Context: an optimization exercise on an open-source flow, tuned for small area, a short achievable clock period and few clock cycles per item. The choices shown serve that exercise and are no tape-out recipe. The RTL was checked by simulation tests, not by an equivalence proof against the original design. Power figures rest on the tool's default switching activity, not on a simulated workload.

==> flow/design.v <==
`default_nettype none
package dot_pkg;
  localparam int N_LANES = 4;
  localparam int LANE_W = 8;
  localparam int WORD_W = N_LANES * LANE_W;
  localparam int PROD_W = 2 * LANE_W;
  localparam int ACC_W = 32;
  localparam int VEC_DEPTH = 16;
  localparam int ADDR_W = 4;
  localparam int DP_LATENCY = 4;
  localparam logic [1:0] ST_IDLE = 2'd0;
  localparam logic [1:0] ST_STREAM = 2'd1;
  localparam logic [1:0] ST_DRAIN = 2'd2;
  typedef union packed {
    logic [WORD_W-1:0] raw;
    logic [N_LANES-1:0][LANE_W-1:0] lanes;
  } operand_word_t;
endpackage
`default_nettype wire
`default_nettype none
module dp_unit (
  input wire logic clk,
  input wire logic reset,
  input wire logic enable,
  input wire logic [dot_pkg::WORD_W-1:0] in_a,
  input wire logic [dot_pkg::WORD_W-1:0] in_b,
  input wire logic [1:0] in_valid,
  output logic signed [dot_pkg::ACC_W-1:0] out
);
  logic signed [dot_pkg::LANE_W-1:0] op_a_q [dot_pkg::N_LANES];
  logic signed [dot_pkg::LANE_W-1:0] op_b_q [dot_pkg::N_LANES];
  logic signed [dot_pkg::PROD_W-1:0] prod_q [dot_pkg::N_LANES];
  logic signed [dot_pkg::ACC_W-1:0] pair_q [dot_pkg::N_LANES/2];
  logic signed [dot_pkg::ACC_W-1:0] tree_q;
  logic signed [dot_pkg::ACC_W-1:0] out_q;
  assign out = out_q;
  always_ff @(posedge clk) begin
    if (reset) begin
      for (int i = 0; i < dot_pkg::N_LANES; i++) begin
        op_a_q[i] <= '0;
        op_b_q[i] <= '0;
      end
    end else if (enable) begin
      if (in_valid[1]) begin
        for (int i = 0; i < dot_pkg::N_LANES; i++) begin
          op_a_q[i] <= $signed(in_a[i*dot_pkg::LANE_W +: dot_pkg::LANE_W]);
        end
      end
      if (in_valid[0]) begin
        for (int i = 0; i < dot_pkg::N_LANES; i++) begin
          op_b_q[i] <= $signed(in_b[i*dot_pkg::LANE_W +: dot_pkg::LANE_W]);
        end
      end
    end
  end
  always_ff @(posedge clk) begin
    if (reset) begin
      for (int i = 0; i < dot_pkg::N_LANES; i++) begin
        prod_q[i] <= '0;
      end
      for (int i = 0; i < dot_pkg::N_LANES / 2; i++) begin
        pair_q[i] <= '0;
      end
      tree_q <= '0;
      out_q <= '0;
    end else if (enable) begin
      for (int i = 0; i < dot_pkg::N_LANES; i++) begin
        prod_q[i] <= op_a_q[i] * op_b_q[i];
      end
      for (int i = 0; i < dot_pkg::N_LANES / 2; i++) begin
        pair_q[i] <= dot_pkg::ACC_W'(prod_q[2*i]) + dot_pkg::ACC_W'(prod_q[2*i+1]);
      end
      tree_q <= pair_q[0] + pair_q[1];
      out_q <= tree_q;
    end
  end
endmodule
`default_nettype wire
`default_nettype none
module weight_buffer (
  input wire logic clk,
  input wire logic reset,
  input wire logic wr_en,
  input wire logic [dot_pkg::ADDR_W-1:0] wr_addr,
  input wire logic [dot_pkg::WORD_W-1:0] wr_data,
  input wire logic rd_en,
  input wire logic [dot_pkg::ADDR_W-1:0] rd_addr,
  output logic [dot_pkg::WORD_W-1:0] rd_data
);
  logic [dot_pkg::WORD_W-1:0] mem [dot_pkg::VEC_DEPTH];
  logic [dot_pkg::WORD_W-1:0] rd_data_q;
  assign rd_data = rd_data_q;
  always_ff @(posedge clk) begin
    if (wr_en) begin
      mem[wr_addr] <= wr_data;
    end
  end
  always_ff @(posedge clk) begin
    if (reset) begin
      rd_data_q <= '0;
    end else if (rd_en) begin
      rd_data_q <= mem[rd_addr];
    end
  end
endmodule
`default_nettype wire
`default_nettype none
module dot_accumulator (
  input wire logic clk,
  input wire logic reset,
  input wire logic clear,
  input wire logic add,
  input wire logic signed [dot_pkg::ACC_W-1:0] sum_in,
  output logic signed [dot_pkg::ACC_W-1:0] acc
);
  logic signed [dot_pkg::ACC_W-1:0] acc_q;
  logic signed [dot_pkg::ACC_W-1:0] acc_next;
  assign acc = acc_q;
  always_comb begin
    acc_next = acc_q;
    if (clear) begin
      acc_next = '0;
    end else if (add) begin
      acc_next = acc_q + sum_in;
    end
  end
  always_ff @(posedge clk) begin
    if (reset) begin
      acc_q <= '0;
    end else begin
      acc_q <= acc_next;
    end
  end
endmodule
`default_nettype wire
`default_nettype none
module dot_ctrl (
  input wire logic clk,
  input wire logic reset,
  input wire logic start,
  input wire logic [dot_pkg::ADDR_W-1:0] vec_last,
  input wire logic act_valid,
  input wire logic [dot_pkg::WORD_W-1:0] act_data,
  input wire logic w_wr,
  output logic busy,
  output logic done,
  output logic buf_wr_en,
  output logic rd_en,
  output logic [dot_pkg::ADDR_W-1:0] rd_addr,
  output logic [dot_pkg::WORD_W-1:0] op_a,
  output logic lat_a,
  output logic lat_b,
  output logic dp_enable,
  output logic acc_clear,
  output logic acc_add
);
  logic [1:0] state_q;
  logic [dot_pkg::ADDR_W-1:0] cnt_q;
  logic [dot_pkg::ADDR_W-1:0] last_q;
  logic lat_q;
  logic [dot_pkg::DP_LATENCY-1:0] pipe_q;
  logic add_q;
  logic done_q;
  logic [dot_pkg::WORD_W-1:0] op_a_q;
  logic is_idle;
  logic accept;
  logic finish;
  assign is_idle = (state_q == dot_pkg::ST_IDLE);
  assign accept = act_valid && (state_q == dot_pkg::ST_STREAM);
  assign finish = (state_q == dot_pkg::ST_DRAIN) && add_q && !lat_q && (pipe_q == '0);
  assign busy = !is_idle;
  assign done = done_q;
  assign buf_wr_en = w_wr && is_idle;
  assign rd_en = accept;
  assign rd_addr = cnt_q;
  assign op_a = op_a_q;
  assign lat_a = lat_q;
  assign lat_b = lat_q;
  assign dp_enable = busy;
  assign acc_clear = start && is_idle;
  assign acc_add = add_q;
  always_ff @(posedge clk) begin
    if (reset) begin
      state_q <= dot_pkg::ST_IDLE;
      cnt_q <= '0;
      last_q <= '0;
      done_q <= 1'b0;
    end else begin
      done_q <= finish;
      case (state_q)
        dot_pkg::ST_IDLE: begin
          if (start) begin
            state_q <= dot_pkg::ST_STREAM;
            cnt_q <= '0;
            last_q <= vec_last;
          end
        end
        dot_pkg::ST_STREAM: begin
          if (accept) begin
            cnt_q <= cnt_q + 1'b1;
            if (cnt_q == last_q) begin
              state_q <= dot_pkg::ST_DRAIN;
            end
          end
        end
        dot_pkg::ST_DRAIN: begin
          if (finish) begin
            state_q <= dot_pkg::ST_IDLE;
          end
        end
        default: state_q <= dot_pkg::ST_IDLE;
      endcase
    end
  end
  always_ff @(posedge clk) begin
    if (accept) begin
      op_a_q <= act_data;
    end
  end
  always_ff @(posedge clk) begin
    if (reset) begin
      lat_q <= 1'b0;
      pipe_q <= '0;
      add_q <= 1'b0;
    end else begin
      lat_q <= accept;
      pipe_q <= {pipe_q[dot_pkg::DP_LATENCY-2:0], lat_q};
      add_q <= pipe_q[dot_pkg::DP_LATENCY-1];
    end
  end
endmodule
`default_nettype wire
`default_nettype none
module dot_engine_top (
  input wire logic clk,
  input wire logic reset,
  input wire logic w_wr,
  input wire logic [dot_pkg::ADDR_W-1:0] w_addr,
  input wire logic [dot_pkg::WORD_W-1:0] w_data,
  input wire logic start,
  input wire logic [dot_pkg::ADDR_W-1:0] vec_last,
  input wire logic act_valid,
  input wire logic [dot_pkg::WORD_W-1:0] act_data,
  output logic busy,
  output logic done,
  output logic signed [dot_pkg::ACC_W-1:0] result
);
  logic buf_wr_en;
  logic rd_en;
  logic [dot_pkg::ADDR_W-1:0] rd_addr;
  logic [dot_pkg::WORD_W-1:0] rd_data;
  logic [dot_pkg::WORD_W-1:0] op_a;
  logic [dot_pkg::WORD_W-1:0] wr_word;
  logic lat_a;
  logic lat_b;
  logic dp_enable;
  logic acc_clear;
  logic acc_add;
  logic signed [dot_pkg::ACC_W-1:0] dp_out;
  assign wr_word = w_data;
  dot_ctrl dot_ctrl_i (
    .clk, .reset, .start, .vec_last, .act_valid, .act_data, .w_wr,
    .busy, .done, .buf_wr_en, .rd_en, .rd_addr, .op_a,
    .lat_a, .lat_b, .dp_enable, .acc_clear, .acc_add
  );
  weight_buffer weight_buffer_i (
    .clk, .reset, .wr_en(buf_wr_en), .wr_addr(w_addr), .wr_data(wr_word),
    .rd_en, .rd_addr, .rd_data
  );
  dp_unit dp_unit_i (
    .clk, .reset, .enable(dp_enable), .in_a(op_a), .in_b(rd_data),
    .in_valid({lat_a, lat_b}), .out(dp_out)
  );
  dot_accumulator dot_accumulator_i (
    .clk, .reset, .clear(acc_clear), .add(acc_add), .sum_in(dp_out), .acc(result)
  );
endmodule
`default_nettype wire
==> flow/run.sh <==
#!/bin/bash
# synth_recipe.tcl (not shown) runs the flow's synth.tcl, then flattens the netlist and writes it again
# the make line also repeats each setting of config.mk as NAME=value (left out here)
make -C /OpenROAD-flow-scripts/flow DESIGN_CONFIG=/design/flow/config.mk WORK_HOME=/design/flow/orfs CLKGATE_MAP_FILE= SYNTH_SCRIPT=/design/flow/synth_recipe.tcl finish
==> flow/config.mk <==
export PLATFORM = sky130hd
export DESIGN_NAME = dot_engine_top
export DESIGN_NICKNAME = dot_engine_top
export VERILOG_FILES = /design/flow/design.v
export SDC_FILE = /design/flow/constraint.sdc
export NUM_CORES = 4
export LEC_CHECK = 0
export CAP_MARGIN = 20
export CORE_MARGIN = 2
export CORE_UTILIZATION = 40
export SLEW_MARGIN = 20
==> flow/constraint.sdc <==
create_clock -name core_clock -period 5.0 [get_ports {clk}]
set_input_delay 1.0000 -clock core_clock [delete_from_list [all_inputs] [get_ports {clk}]]
set_output_delay 1.0000 -clock core_clock [all_outputs]
set_load 0.01 [all_outputs]
==> summary.txt <==
[critical path: stages (launching register included)]
cell      delay, ns
dfxtp_1        0.51
nand2_1        0.19
fa_1           0.66
fa_1           0.53
inv_1          0.05
fa_1           0.47
inv_1          0.05
fa_1           0.47
inv_1          0.04
ha_1           0.33
and2_1         0.16
o21ai_0        0.14
o21ai_0        0.15
o41ai_1        0.33
xnor2_1        0.13
a211oi_1       0.22
[through the flow]
stage | power, W | util, % | setup slack [ns]
after global routing | 0.0155 | 45.9 | 0.125
after CTS | 0.0152 | 45.8 | 0.437
after detailed placement | 0.00847 | 43.1 | 0.501
final | 0.0150 | 45.9 | 0.454
after global placement | 0.00846 | 43.1 | 0.537
after floorplan | 0.00817 | - | 0.764
[logic make-up after synthesis]
logic type	share of synthesized area, %
adder cells (fa/ha/maj)	15.7
flip-flops	50.8
buffers and inverters	4.30
AND/OR/NAND/NOR	11.0
XOR/XNOR	2.26
multiplexers	8.91
AO/OA/AOI/OAI	6.99
[layout make-up]
| type | instances | area share [%] |
|---|---|---|
| clock buffers | 116 | 4.92 |
| repair buffers | 151 | 3.00 |
| flip-flops and latches | 851 | 44.9 |
| multi-input cells | 2303 | 39.8 |
| inverters | 354 | 2.66 |
| well taps | 1476 | 3.68 |
| clock inverters | 51 | 1.04 |
[per-layer routing]
| layer | global-route usage (%) | vias up |
|---|---|---|
| met5 | 0 | - |
| met4 | 5.38 | 12 |
| met3 | 2.75 | 146 |
| met2 | 30.1 | 533 |
| met1 | 23.6 | 13500 |
| li1 | - | 12900 |
[path summary, 6_finish.rpt]
kind	start	to	slack, ns	cells past startpoint
max	dp_unit_i.op_b_q[0][2]	dp_unit_i.prod_q[0][15]	0.45	15
min	dp_unit_i.out_q[5]	dp_unit_i.out_q[5]	0.45	2
min reg2reg	dp_unit_i.out_q[5]	dp_unit_i.out_q[5]	0.45	2
max reg2reg	dp_unit_i.op_b_q[0][2]	dp_unit_i.prod_q[0][15]	0.45	15
[power by group]
part / switching, W / internal (W)
Clock: 0.00292 / 0.00379
Sequential: 0.0000637 / 0.00759
Combinational: 0.000449 / 0.000212
[cells in the final DEF, fill, tap and decap left out, drive strengths merged, types with 5 or more instances in the layout]
| cell type | count |
|---|---|
| a211oi | 29 |
| clkbuf | 116 |
| fa | 224 |
| o21bai | 11 |
| nor2 | 152 |
| xnor2 | 80 |
| and3 | 12 |
| ha | 197 |
| bufinv | 5 |
| and2 | 171 |
| o21a | 13 |
| nand2 | 516 |
| buf | 42 |
| o211ai | 5 |
| edfxtp | 544 |
| or3 | 11 |
| nor4b | 11 |
| clkdlybuf4s50 | 109 |
| a21o | 39 |
| nand3b | 7 |
| dfxtp | 307 |
| inv | 359 |
| clkinvlp | 5 |
| mux2i | 29 |
| nor2b | 55 |
| mux4 | 160 |
| nor3b | 6 |
| nand4 | 5 |
| nand2b | 21 |
| a31oi | 14 |
| nor3 | 35 |
| o21ai | 66 |
| a21oi | 302 |
| xor2 | 34 |
| nand3 | 42 |
| clkinv | 36 |
==> impl_results.md <==
- Outcome: no timing/DRC/antenna violations
- CP max FO: 9
- Inst Count DP: 5135
- Diode count: 0
- WL met1: approximately 43000 µm
- Crit Path Category: register to register
- Multi-input gate area: 20000 µm²
- Critical path required time: roughly 5.6 ns
- Wire per inst: between 15 and 20 µm
- Slew @ Worst Pin: around 0.87 ns
- Area grow syn2layout: 13.3%
- Largest net degree at the start of global routing: ~180
- Via density: just over 5
- Area of the core: about 110000 µm²
- Ports: roughly 110
- Drt pass-1 iters: 7
- Total gr overflow: 0
- Clock slew at reported path FFs: approximately 0.06 ns
- Relative slew slack: 42.1%
- Die Height: roughly 340 µm
- Total Neg Setup Slack: 0 ns
- Crit share post-route: between 90% and 100%
- Post-layout nets: ~4200
- Design area: roughly 50000 µm²
- Top flop regs: weight_buffer_i.mem x512, dp_unit_i.prod_q x64, dp_unit_i.pair_q x34
- Vias in the first global route: 27700
- Post-CTS Hold Buffers: 0
- Hold Path Class: register to register
- Power density over cell area: 300 nW/µm²
- Register Area: between 20000 and 25000 µm²
- Ranking of synthesized cells by area: edfxtp_1 37%, dfxtp_1 14%, fa_1 10%
- VDD IR-drop max: ~0.31 mV
- Final wirelength: around 100000 µm
- Clock skew: approximately 0.043 ns
- Register area share after synthesis: between 50% and 60%
- Yosys top cell by area: edfxtp_1
- Die footprint: between 100000 and 150000 µm²
- DR iter-0 viols: approximately 1900
- Lkg Pwr: approximately 19 nW
- Post-synth top cells: 544 x edfxtp_1, 516 x nand2_1, 352 x inv_1
- Worst Setup End Kind: register
- Clock Path Buffers: 3
- H-tree depth: 3
- Max reg flops: just over 500
- Fin. max-slew vios: 0
- Total number of vias: around 27000
- Worst skew pair latency: 0.69 ns
- Final Instance Count excl. Fillers: between 5000 and 6000
- Gr usage total: between 15 and 20%
- Initial Util: about two fifths
- CTS root buffer: clkbuf_16
- Yosys Warn Count: 8
- Ys flop type: edfxtp_1
- # fillers: just over 10000
- Layout cells sized above 1: roughly a tenth
- Met3 WL: a little under 5000 µm
- Highest metal layer with signal wires: met5
- Post-route ant nets: 0
- Hpwl dp: around 66000 µm
- Synthesized area: 44200 µm²
- Row count: 121
- Number of synthesized flops with an enable pin: around 540
- Cell count after synthesis: about 3700
- Yosys reg bits: 851
- Startpoint types: register
- Post-synth top area share: about 37%
- Largest register by flop count: weight_buffer_i.mem
- Dpl cell area: 47100 µm²
- Ys async rst share: 0%
- RSZ-0062 raised after global routing: false
- Per-instance average area after synthesis: roughly 12 µm²
- Initial antenna violation count: 8
- Count leader, synth: edfxtp_1
- TritonCTS clock tree: built
- Global-route wire length before repair: 156000 µm
- Synth Net Count: 4155
- DRC viols: 0
- Port Buffer Count: 110
- Post-CTS Setup Inserts: 0
- Post_cts resized: 0
- Final Hold Slack: roughly 0.45 ns
- Routability cong.: 0.841
- Min Tclk post-route: 4.55 ns
- Die width: ~340 µm
- Hold Vio Cnt, Final: 0
- Post-synthesis cell type count: 67
- Total CTS buffers: 90
- Fmax: ~0.22 GHz
- CP Data Arrival Time: roughly 5.1 ns
- Final setup viols: 0
- Met2 routed WL: ~49000 µm
- Maxcap violations: 0
- # clock sinks: around 850
Testbench counts, summed over its fixed seeds: cycles 19,979, items 1,280.

==> separate check: timing with driven ports <==
In the flow no input, the clock included, has a driving cell. The finished layout below was timed again as built, in two steps.
Step 1, drivers: a clkbuf_16 drives clk and a buf_2 each remaining input, both assumed.
Step 2 also shifts input and output timing later by t, the mid clock arrival at the registers, as if the neighbouring blocks saw the same clock.
Slacks: no drivers / after step 1 / after step 2; pairs: no drivers / after step 1.
t (ns): 0.732
slack for setup (ns): 0.454 / 0.454 / 0.454
hold slack, ns: 0.453 / 0.453 / 0.453
clock arrival spread, ns: 0.043 / 0.043
pins driven straight from the clock port: 1
After both steps setup and hold are still met in this run. For this run, drivers alone change the setup slack by 0.000 ns; drivers and shift together by 0.000 ns.
